This design comes from an exercise in tuning for a short achievable clock period and few clock cycles per item on the open sky130 flow, not from production work.
RTL that was checked went through simulation tests only; none was proved equivalent to the original.

==> inputs of 10-06 <==
==> flow/design.v (excerpt) <==
module rv_core (
	input  logic clk,
	input  logic rst,
	output logic [31:0] imem_addr,
	input  logic [31:0] imem_data,
	output logic [31:0] dmem_addr,
	output logic [31:0] dmem_wdata,
	output logic dmem_we,
	input  logic [31:0] dmem_rdata
);
clock: 7.0 ns
lec_check: 0
abc_clock_period_in_ps: 2800
cap_margin: 20
core_margin: 2
core_utilization: 40
setup_slack_margin: 4.0
slew_margin: 20
run.sh (not shown) runs the stock make flow with config.mk's settings and CLKGATE_MAP_FILE= SYNTH_SCRIPT=/design/flow/synth_recipe.tcl, a recipe that flattens the netlist after the stock synthesis.
==> 08-05 (differences from 10-06) <==
--- a/flow/design.v
+++ b/flow/design.v
@@ -29,12 +29,23 @@
 		logic        alu_src;  
 		result_sel_e result_sel;
 		alu_op_e     alu_op;
 	} ctrl_t;
 endpackage
 `timescale 1ns/1ps
+module rv_add #(parameter int W = 32) (
+	input  logic [W-1:0] a,
+	input  logic [W-1:0] b,
+	input  logic ci,
+	output logic [W-1:0] y
+);
+	logic [W:0] s;
+	assign s = {a, 1'b1} + {b, ci};  
+	assign y = s[W:1];
+endmodule
+`timescale 1ns/1ps
 module rv_core (
 	input  logic clk,
 	input  logic rst,
 	output logic [31:0] imem_addr,
 	input  logic [31:0] imem_data,
 	output logic [31:0] dmem_addr,
@@ -47,33 +58,34 @@
 	localparam logic [6:0] OP_OP     = 7'b0110011;
 	localparam logic [6:0] OP_OP_IMM = 7'b0010011;
 	localparam logic [6:0] OP_BRANCH = 7'b1100011;
 	localparam logic [6:0] OP_JAL    = 7'b1101111;
 	logic [31:0] pc_f;
 	logic [4:0]  rs1_d, rs2_d, rd_d;
-	logic [31:0] imm_d, target_d, link_d;
+	logic [31:0] imm_d, target_d, link_d, nxt_d;
 	logic [31:1] sel1_d, sel2_d;  
 	logic        byp1_d, byp2_d;  
 	logic        wr_d, ld_d, st_d, br_d, jal_d, use1_d, use2_d, useimm_d;
 	logic        sub_d, slt_d, and_d, or_d;
 	logic [31:0] a_e, b_e, bi_e, target_e, link_e;
 	logic [4:0]  rd_e;
-	logic        wr_e, ld_e, st_e, br_e, jal_e, fwd_a_e, fwd_b_e, fwd_bi_e;
-	logic        sub_e, slt_e, and_e, or_e;
+	logic        wr_e, ld_e, st_e, br_e, jal_e;
+	logic        slt_e, and_e, or_e, s_add_e, s_sub_e, s_oth_e;
 	logic [31:0] res_m, sd_m;
 	logic [4:0]  rd_m;
 	logic        wr_m, ld_m, we_m;
 	logic [31:0] regs [1:31];
 	logic stall_d, redirect_e;
 	logic [31:0] ins;
 	logic [6:0]  opc_f;
 	logic [4:0]  rs1_f, rs2_f, rd_f;
 	logic        ld_f, st_f, op_f, opi_f, br_f, jal_f, bra_f;
 	logic [31:0] imm_i_f, imm_s_f, imm_b_f, imm_j_f;
 	logic [31:0] pc4_f, tgt_b_f, tgt_j_f;
-	assign imem_addr = pc_f;
+	logic [31:0] pc_out;
+	assign imem_addr = pc_out;
 	assign ins = imem_data;
 	assign opc_f = ins[6:0];
 	assign rs1_f = ins[19:15];
 	assign rs2_f = ins[24:20];
 	assign rd_f  = ins[11:7];
 	assign ld_f  = (opc_f == OP_LOAD);
@@ -85,27 +97,63 @@
 	assign bra_f = br_f && (rs1_f == rs2_f);
 	assign imm_i_f = {{20{ins[31]}}, ins[31:20]};
 	assign imm_s_f = {{20{ins[31]}}, ins[31:25], ins[11:7]};
 	assign imm_b_f = {{20{ins[31]}}, ins[7], ins[30:25], ins[11:8], 1'b0};
 	assign imm_j_f = {{12{ins[31]}}, ins[19:12], ins[20], ins[30:21], 1'b0};
 	assign pc4_f = pc_f + 32'd4;
-	assign tgt_b_f = pc_f + imm_b_f;
-	assign tgt_j_f = pc_f + imm_j_f;
-	always_ff @(posedge clk) begin
-		if (rst)
-			pc_f <= 32'h0000_0000;
-		else if (redirect_e)
-			pc_f <= target_e;
-		else if (stall_d)
-			pc_f <= pc_f;
-		else if (jal_f)
-			pc_f <= tgt_j_f;
-		else if (bra_f)
-			pc_f <= tgt_b_f;
-		else
-			pc_f <= pc4_f;
+	rv_add #(31) u_add_b (.a(pc_f[31:1]), .b(imm_b_f[31:1]), .ci(1'b0), .y(tgt_b_f[31:1]));
+	rv_add #(31) u_add_j (.a(pc_f[31:1]), .b(imm_j_f[31:1]), .ci(1'b0), .y(tgt_j_f[31:1]));
+	assign tgt_b_f[0] = pc_f[0];
+	assign tgt_j_f[0] = pc_f[0];
+	localparam int FN = 16;
+	logic [31:0] fj_tgt [FN];
+	logic [31:6] fj_tag [FN];
+	logic [FN-1:0] fj_v, fj_m;
+	logic fj_f, fj_hq, seq_q;
+	logic [31:0] fj_t, fj_tq;
+	always_comb begin
+		fj_t = 32'd0;
+		for (int i = 0; i < FN; i++) begin
+			fj_m[i] = fj_v[i] && (pc_f[5:2] == 4'(i)) && (fj_tag[i] == pc_f[31:6]);
+			fj_t = fj_t | ({32{fj_m[i]}} & fj_tgt[i]);
+		end
+	end
+	assign fj_f = (jal_f && rd_f == 5'd0) || bra_f;
+	logic lr_v, lr_j;
+	logic [31:0] lr_a, lr_tj, lr_tb, lr_t;
+	assign lr_t = lr_j ? lr_tj : lr_tb;
+	always_ff @(posedge clk) begin
+		lr_v <= !rst && fj_f;
+		lr_j <= ins[3];  
+		lr_a <= pc_f - 32'd8;
+		lr_tj <= tgt_j_f;
+		lr_tb <= tgt_b_f;
+		for (int i = 0; i < FN; i++) begin
+			if (rst)
+				fj_v[i] <= 1'b0;
+			else if (lr_v && lr_a[5:2] == 4'(i)) begin
+				fj_v[i] <= 1'b1;
+				fj_tag[i] <= lr_a[31:6];
+				fj_tgt[i] <= lr_t;
+			end
+		end
+	end
+	logic [31:0] pc_early, nxt_f;
+	logic take_j, take_b, fold_f, seq_n;
+	assign fold_f = seq_q && fj_hq;
+	assign nxt_f = fold_f ? fj_tq : pc4_f;
+	assign pc_early = rst ? 32'h0000_0000 : redirect_e ? target_e : stall_d ? nxt_d : nxt_f;
+	assign take_j = !rst && !redirect_e && !stall_d && jal_f;
+	assign take_b = !rst && !redirect_e && !stall_d && bra_f;
+	assign seq_n = !rst && !redirect_e && !stall_d && !jal_f && !bra_f && !fold_f;
+	always_ff @(posedge clk) begin
+		pc_f <= take_j ? tgt_j_f : take_b ? tgt_b_f : pc_early;
+		pc_out <= take_b ? tgt_b_f : take_j ? tgt_j_f : pc_early;
+		seq_q <= seq_n;
+		fj_hq <= |fj_m;
+		fj_tq <= fj_t;
 	end
 	logic [4:0] rs1_n, rs2_n;
 	assign rs1_n = stall_d ? rs1_d : rs1_f;
 	assign rs2_n = stall_d ? rs2_d : rs2_f;
 	always_ff @(posedge clk) begin
 		if (rst || redirect_e) begin
@@ -130,12 +178,13 @@
 			rs2_d <= rs2_f;
 			rd_d <= rd_f;
 			useimm_d <= ld_f || st_f || opi_f;
 			imm_d <= st_f ? imm_s_f : imm_i_f;
 			target_d <= tgt_b_f;
 			link_d <= pc4_f;
+			nxt_d <= nxt_f;
 			sub_d <= op_f && ((ins[14:12] == 3'b000 && ins[30]) || ins[14:12] == 3'b010);
 			slt_d <= op_f && ins[14:12] == 3'b010;
 			and_d <= op_f && ins[14:12] == 3'b111;
 			or_d  <= op_f && ins[14:12] == 3'b110;
 			for (int i = 1; i < 32; i++) begin
 				sel1_d[i] <= (rs1_f == 5'(i));
@@ -156,12 +205,16 @@
 		end
 	end
 	assign rv1_d = byp1_d ? wd_m : rf1;
 	assign rv2_d = byp2_d ? wd_m : rf2;
 	assign stall_d = ld_e && wr_e &&
 		((use1_d && rs1_d == rd_e) || (use2_d && rs2_d == rd_e));
+	logic fa_d, fb_d;
+	logic [31:0] res_e;
+	assign fa_d = wr_e && !ld_e && (rd_e == rs1_d);
+	assign fb_d = wr_e && !ld_e && (rd_e == rs2_d);
 	always_ff @(posedge clk) begin
 		if (rst || redirect_e || stall_d) begin
 			wr_e <= 1'b0;
 			ld_e <= 1'b0;
 			st_e <= 1'b0;
 			br_e <= 1'b0;
@@ -170,58 +223,61 @@
 			wr_e <= wr_d;
 			ld_e <= ld_d;
 			st_e <= st_d;
 			br_e <= br_d;
 			jal_e <= jal_d;
 		end
-		a_e <= rv1_d;
-		b_e <= rv2_d;
-		bi_e <= useimm_d ? imm_d : rv2_d;
+		a_e <= fwd_sel(fa_d, rv1_d);
+		b_e <= fwd_sel(fb_d, rv2_d);
+		bi_e <= fwd_sel(fb_d && !useimm_d, useimm_d ? imm_d : rv2_d);
 		target_e <= target_d;
 		link_e <= link_d;
 		rd_e <= rd_d;
-		fwd_a_e <= wr_e && !ld_e && (rd_e == rs1_d);
-		fwd_b_e <= wr_e && !ld_e && (rd_e == rs2_d);
-		fwd_bi_e <= wr_e && !ld_e && (rd_e == rs2_d) && !useimm_d;
-		sub_e <= sub_d;
-		slt_e <= slt_d;
-		and_e <= and_d;
-		or_e  <= or_d;
-	end
-	logic [31:0] src_a, src_b, sd_e, sum_e, res_e;
+		slt_e <= !jal_d && slt_d;
+		and_e <= !jal_d && and_d;
+		or_e  <= !jal_d && or_d;
+		s_add_e <= !jal_d && !slt_d && !and_d && !or_d && !sub_d;
+		s_sub_e <= !jal_d && !slt_d && !and_d && !or_d && sub_d;
+		s_oth_e <= jal_d || slt_d || and_d || or_d;
+	end
+	logic [31:0] oth_e;
 	logic lt_e;
-	assign src_a = fwd_a_e ? res_m : a_e;
-	assign sd_e  = fwd_b_e ? res_m : b_e;
-	assign src_b = fwd_bi_e ? res_m : bi_e;
-	assign sum_e = src_a + (sub_e ? ~src_b : src_b) + {31'd0, sub_e};
-	assign lt_e = (src_a[31] != src_b[31]) ? src_a[31] : sum_e[31];
+	logic [31:0] add_e, dif_e;
+	rv_add #(32) u_add_e (.a(a_e), .b(bi_e), .ci(1'b0), .y(add_e));
+	logic [32:0] dif33_e;
+	rv_add #(33) u_sub_e (.a({a_e[31], a_e}), .b(~{bi_e[31], bi_e}), .ci(1'b1), .y(dif33_e));
+	assign dif_e = dif33_e[31:0];
+	assign lt_e = dif33_e[32];
 	always_comb begin
-		if (jal_e)
-			res_e = link_e;
-		else if (slt_e)
-			res_e = {31'd0, lt_e};
+		if (slt_e)
+			oth_e = {31'd0, lt_e};
 		else if (and_e)
-			res_e = src_a & src_b;
+			oth_e = a_e & bi_e;
 		else if (or_e)
-			res_e = src_a | src_b;
+			oth_e = a_e | bi_e;
 		else
-			res_e = sum_e;
-	end
-	assign redirect_e = br_e && (src_a == sd_e);
+			oth_e = link_e;
+	end
+	assign res_e = ({32{s_add_e}} & add_e) | ({32{s_sub_e}} & dif_e) | ({32{s_oth_e}} & oth_e);
+	function automatic logic [31:0] fwd_sel(input logic f, input logic [31:0] d);
+		fwd_sel = ({32{f && s_add_e}} & add_e) | ({32{f && s_sub_e}} & dif_e) |
+			({32{f && s_oth_e}} & oth_e) | ({32{!f}} & d);
+	endfunction
+	assign redirect_e = br_e && (a_e == b_e);
 	always_ff @(posedge clk) begin
 		if (rst) begin
 			wr_m <= 1'b0;
 			ld_m <= 1'b0;
 			we_m <= 1'b0;
 		end else begin
 			wr_m <= wr_e;
 			ld_m <= ld_e;
 			we_m <= st_e;
 		end
 		res_m <= res_e;
-		sd_m <= sd_e;
+		sd_m <= b_e;
 		rd_m <= rd_e;
 	end
 	assign dmem_addr = res_m;
 	assign dmem_wdata = sd_m;
 	assign dmem_we = we_m;
 	always_ff @(posedge clk) begin
==> flow/config.mk (replaced) <==
export PLATFORM = sky130hd
export DESIGN_NAME = rv_core
export DESIGN_NICKNAME = rv_core
export VERILOG_FILES = /design/flow/design.v
export SDC_FILE = /design/flow/constraint.sdc
export NUM_CORES = 4
export LEC_CHECK = 0
export CAP_MARGIN = 20
export CORE_MARGIN = 2
export CORE_UTILIZATION = 30
export SETUP_SLACK_MARGIN = 4.0
export SLEW_MARGIN = 20
export SYNTH_HIERARCHICAL = 1
export SYNTH_MINIMUM_KEEP_SIZE = 0
==> notes.md <==
item	10-06	08-05
Status	no timing/DRC/antenna violations	no timing/DRC/antenna violations
Min Tclk post-route	3.62 ns	3.28 ns
Worst min-delay path endpoint	target_e[7]	link_e[14]
Post-synthesis adder-cell area fraction	1.60%	1.59%
Startpoint of the most critical register-to-register path	fwd_a_e	sel1_d[9]
Worst hold path startpoint	target_d[7]	link_d[14]
Placement Setup Slack	1.89 ns	1.64 ns
Synth warn	2	10
Multiplexer share of the synthesized area	2.59%	1.21%
Complex-gate fraction of the synthesized area	19.5%	15.2%
Upper clock frequency limit	0.276 GHz	0.305 GHz
Number of nets in the final layout	5,340	8,253
Final non-filler cell area	0.0773 sq mm	0.130 sq mm
XOR/XNOR Fraction of Synth Area	2.72%	5.12%
Register-to-Register Setup Slack	3.38 ns	3.72 ns
Testbench counts of 08-05, summed over its fixed seeds: cycles 114,065, programs 48.
Function not checked in 10-06: the RTL went through the layout flow alone.

==> what the ideal ports hide <==
The flow's constraints put no driver on any port. The routed layouts listed below were extracted and timed again, unchanged, in two steps.
Step 1 sets driving cells, clkbuf_16 on the clock port and buf_2 on the other inputs (assumed; they add their load-dependent delay and slew).
Step 2 also shifts input and output timing later by t, the mid clock arrival at the registers, as if the neighbouring blocks saw the same clock.
Slacks: ideal ports / drivers / drivers and shift; pairs: ideal ports / drivers.
| run | t, ns | slack for setup (ns) | hold WS [ns] | worst setup path after step 2 | slew at the worst register clock pin (ns) |
|---|---|---|---|---|---|
| 10-06 | 0.882 | 3.378 / 3.378 / 2.882 | 0.326 / 0.326 / 0.326 | input to register | 0.07 / 0.07 |
| 08-05 | 0.991 | 3.720 / 3.720 / 2.892 | 0.322 / 0.322 / 0.322 | input to register | 0.07 / 0.07 |
After both steps every run listed still meets setup and hold. For 08-05, which loses most, drivers alone change the setup slack by 0.000 ns; drivers and shift together by -0.828 ns.
